Context: an optimization exercise on an open-source flow, tuned for small area. The choices shown serve that exercise and are no tape-out recipe.
In this exercise RTL edits were held to simulation tests only and were not proved equivalent to the original.
No activity file was given, so power comes from the tool's default toggle rates.

== exp/sierra ==
## touchpad_packet_finger_tracker
module touchpad_packet_finger_tracker (
  input  logic                               clk_i,
  input  logic                               rst_ni,
  input  logic                               s_axis_tvalid_i,
  output logic                               s_axis_tready_o,
  input  logic [tpft_pkg::IN_TDATA_W-1:0]    s_axis_tdata_i,
  output logic                               m_axis_tvalid_o,
  input  logic                               m_axis_tready_i,
  output logic [tpft_pkg::OUT_TDATA_W-1:0]   m_axis_tdata_o,
  output logic [1:0]                         m_axis_tuser_o,
  output logic                               m_axis_tlast_o,
  input  logic                               psel,
  input  logic                               penable,
  input  logic                               pwrite,
  input  logic [tpft_pkg::APB_ADDR_W-1:0]    paddr,
  input  logic [tpft_pkg::APB_DATA_W-1:0]    pwdata,
  output logic [tpft_pkg::APB_DATA_W-1:0]    prdata,
  output logic                               pready
);
  logic [3:0]                 touch_code_q, abs_code_q, rel_code_q;
  logic [15:0]                y_limit_q;
  logic                       reg_wr;
  logic [tpft_pkg::CMD_W-1:0] front_cmd, q_cmd;
  logic                       q_full, q_valid, q_pop;
  assign pready = 1'b1;
  assign reg_wr = psel && penable && pwrite;
  always_ff @(posedge clk_i or negedge rst_ni) begin
    if (!rst_ni) begin
      touch_code_q <= tpft_pkg::TOUCH_CODE_RST;
      abs_code_q   <= tpft_pkg::ABS_CODE_RST;
      rel_code_q   <= tpft_pkg::REL_CODE_RST;
      y_limit_q    <= tpft_pkg::Y_LIMIT_RST;
    end else if (reg_wr) begin
      case (paddr[3:2])
        2'd0: touch_code_q <= pwdata[3:0];
        2'd1: abs_code_q   <= pwdata[3:0];
        2'd2: rel_code_q   <= pwdata[3:0];
  ...
Size in the first run: ~170 I/O pins, roughly 15000 µm² of cells after synthesis.
Settings: LEC_CHECK=0, ABC_AREA=1, CAP_MARGIN=20, CORE_MARGIN=2, CORE_UTILIZATION=75, SLEW_MARGIN=20; clock period 8.0 ns.
standard.sh (not shown) runs the stock make flow with config.mk's settings and CLKGATE_MAP_FILE= SYNTH_SCRIPT=/design/flow/synth_recipe.tcl, a recipe that flattens the netlist after the stock synthesis.
==> flow/flow/run.sh <==
#!/bin/bash
# Standard layout, with the port buffers made from the smallest buffer cell,
# the synthesis buffers removed, one tie cell per constant, and a clock tree
# without dummy loads.
set -euo pipefail
export BUFFER_PORTS_ARGS="-buffer_cell sky130_fd_sc_hd__buf_1"
export REMOVE_ABC_BUFFERS=1
export SKIP_REPAIR_TIE_FANOUT=1
export CTS_ARGS="-sink_clustering_enable -repair_clock_nets -sink_clustering_size 8 -sink_clustering_max_diameter 35 -buf_list \"sky130_fd_sc_hd__clkbuf_2 sky130_fd_sc_hd__clkbuf_4\" -dont_use_dummy_load"
bash standard.sh > standard.log 2>&1
Setup changes, exp/sierra to exp/nickel
# exp/sierra
export LEC_CHECK = 0
export ABC_AREA = 1
export CAP_MARGIN = 20
export CORE_MARGIN = 2
export CORE_UTILIZATION = 75
export SLEW_MARGIN = 20
create_clock -name core_clock -period 8.0 [get_ports {clk_i}]
# exp/nickel
export LEC_CHECK = 0
export CAP_MARGIN = 20
export CORE_MARGIN = 2
export CORE_UTILIZATION = 65
export CTS_BUF_LIST = sky130_fd_sc_hd__clkbuf_8
export CTS_CLUSTER_DIAMETER = 60
export CTS_CLUSTER_SIZE = 16
export SLEW_MARGIN = 20
create_clock -name core_clock -period 8.0 [get_ports {clk_i}]
==> flow/flow/run.sh <==
#!/bin/bash
# Standard layout, with the port buffers made from the smallest buffer cell,
# the synthesis buffers removed, and cells off the critical paths sized down
# before global routing (flow/shrink.tcl), whose repair then fixes slew and
# capacitance with routing parasitics.
set -euo pipefail
export BUFFER_PORTS_ARGS="-buffer_cell sky130_fd_sc_hd__buf_1"
export REMOVE_ABC_BUFFERS=1
export PRE_GLOBAL_ROUTE_TCL="$PWD/flow/shrink.tcl"
bash standard.sh > standard.log 2>&1
==> flow/flow/shrink.tcl (new file) <==
# Sourced by ORFS's global_route step before routing: size down cells with
# timing slack, then repair slew and capacitance and legalise the placement.
set_propagated_clock [all_clocks]
estimate_parasitics -placement
log_cmd repair_timing -recover_power 100 -verbose
log_cmd repair_design -cap_margin 20 -slew_margin 20 -verbose
log_cmd detailed_placement
check_placement -verbose
==> summary.txt <==
- exp/nickel vs. exp/sierra: global-route wire length before repair went down by about 1.8%.
- On exp/nickel: sequential power is about 24% lower than what exp/sierra gave.
- Delta (exp/nickel minus exp/sierra): overall track demand over capacity in global routing went down 4.2 points, clock transition at the registers of the reported paths went up by 0.02 ns, count of flip-flops and latches was more or less identical, shortest clock period the worst path allows after layout went up, total number of multi-input combinational cells down about 22%.
- Fmax (lower): exp/nickel
The inputs of exp/delta differ from those of exp/nickel as listed below.
# exp/nickel
export LEC_CHECK = 0
export CAP_MARGIN = 20
export CORE_MARGIN = 2
export CORE_UTILIZATION = 65
export CTS_BUF_LIST = sky130_fd_sc_hd__clkbuf_8
export CTS_CLUSTER_DIAMETER = 60
export CTS_CLUSTER_SIZE = 16
export SLEW_MARGIN = 20
create_clock -name core_clock -period 8.0 [get_ports {clk_i}]
# exp/delta
export LEC_CHECK = 0
export ABC_AREA = 1
export CAP_MARGIN = 20
export CORE_MARGIN = 2
export CORE_UTILIZATION = 75
export SLEW_MARGIN = 20
create_clock -name core_clock -period 8.0 [get_ports {clk_i}]
==> flow/flow/run.sh <==
#!/bin/bash
# Standard layout, with the port buffers made from the smallest buffer cell,
# the synthesis buffers removed, and a clock tree without dummy loads.
set -euo pipefail
export BUFFER_PORTS_ARGS="-buffer_cell sky130_fd_sc_hd__buf_1"
export REMOVE_ABC_BUFFERS=1
export CTS_ARGS="-sink_clustering_enable -repair_clock_nets -sink_clustering_size 10 -sink_clustering_max_diameter 40 -buf_list sky130_fd_sc_hd__clkbuf_4 -dont_use_dummy_load"
bash standard.sh > standard.log 2>&1
removed: flow/flow/shrink.tcl
## What came out
- exp/nickel has a lower slack of the worst reg-to-reg path than exp/delta.
- When exp/delta is set beside exp/nickel, its worst path setup slack after routing turns out to be 0.53 ns larger.
- exp/delta vs exp/nickel — final design area excluding fillers dropped about 1.8%.
- Min total stage count of the critical path across exp/delta and exp/nickel: exp/nickel
- [compare] base=exp/nickel new=exp/delta: layout inverter count without the clock tree shows an increase of 100, global-route wire length before repair moved up, minimum period implied by the final worst setup slack -0.53 ns, count of mapped cells out of synthesis has increased, maximum achievable frequency grew by 7.7%.
- Against exp/nickel, total routed wire length on the met1 layer in exp/delta fell by a few percent.
Relative to exp/delta, the following input files were edited for exp/pepper:
# exp/delta
export LEC_CHECK = 0
export ABC_AREA = 1
export CAP_MARGIN = 20
export CORE_MARGIN = 2
export CORE_UTILIZATION = 75
export SLEW_MARGIN = 20
create_clock -name core_clock -period 8.0 [get_ports {clk_i}]
# exp/pepper
export LEC_CHECK = 0
export CAP_MARGIN = 20
export CORE_MARGIN = 2
export CORE_UTILIZATION = 65
export CTS_BUF_LIST = sky130_fd_sc_hd__clkbuf_8
export CTS_CLUSTER_DIAMETER = 60
export CTS_CLUSTER_SIZE = 16
export SLEW_MARGIN = 20
create_clock -name core_clock -period 8.0 [get_ports {clk_i}]
diff --git a/flow/flow/run.sh b/flow/flow/run.sh
--- a/flow/flow/run.sh
+++ b/flow/flow/run.sh
@@ -7 +7 @@
-export CTS_ARGS="-sink_clustering_enable -repair_clock_nets -sink_clustering_size 10 -sink_clustering_max_diameter 40 -buf_list sky130_fd_sc_hd__clkbuf_4 -dont_use_dummy_load"
+export CTS_ARGS="-sink_clustering_enable -repair_clock_nets -sink_clustering_size 16 -sink_clustering_max_diameter 60 -buf_list sky130_fd_sc_hd__clkbuf_8 -dont_use_dummy_load"
[summary]
Per the final summary, exp/pepper finished and its layout is clean on timing, DRC and antenna.
End of the critical path: u_back.y_q[78] -> exp/delta, u_back.y_q[79] -> exp/pepper
[compare] base=exp/delta new=exp/pepper: routed length per instance now larger, number of multi-input combinational cells shrank by about 24%, cell area after technology mapping barely changed, final setup slack of the worst path decreased by 0.36 ns relative to the old numbers.
Lower highest achievable clock rate among exp/delta and exp/pepper: exp/pepper
exp/delta has a higher hold slack than exp/pepper.

-- re-timing with driven ports --
The results above use ideal ports. As a check the final layouts listed here were re-extracted and re-timed, cells and wires unchanged.
Step 1, drivers: a clkbuf_16 drives clk_i and a buf_2 each remaining input, both assumed.
Step 2, shift: input delay + t, output delay - t, t = (earliest + latest rising clock arrival at the registers) / 2. This alone moves slack from input paths to output paths.
Slacks: no drivers / after step 1 / after step 2; pairs: no drivers / after step 1.
run	t (ns)	setup WS [ns]	hold slack, ns	clock arrival spread, ns	worst slew at a driven data input, ns
exp/sierra	0.679	1.069 / 1.069 / 1.069	0.411 / 0.411 / 0.411	0.063 / 0.063	0.06
exp/nickel	0.604	0.626 / 0.626 / 0.626	0.413 / 0.413 / 0.413	0.028 / 0.028	0.06
exp/delta	0.677	1.152 / 1.152 / 1.152	0.393 / 0.393 / 0.393	0.071 / 0.071	0.06
exp/pepper	0.587	0.796 / 0.796 / 0.796	0.383 / 0.383 / 0.383	0.043 / 0.042	0.05
After both steps every run listed still meets setup and hold.
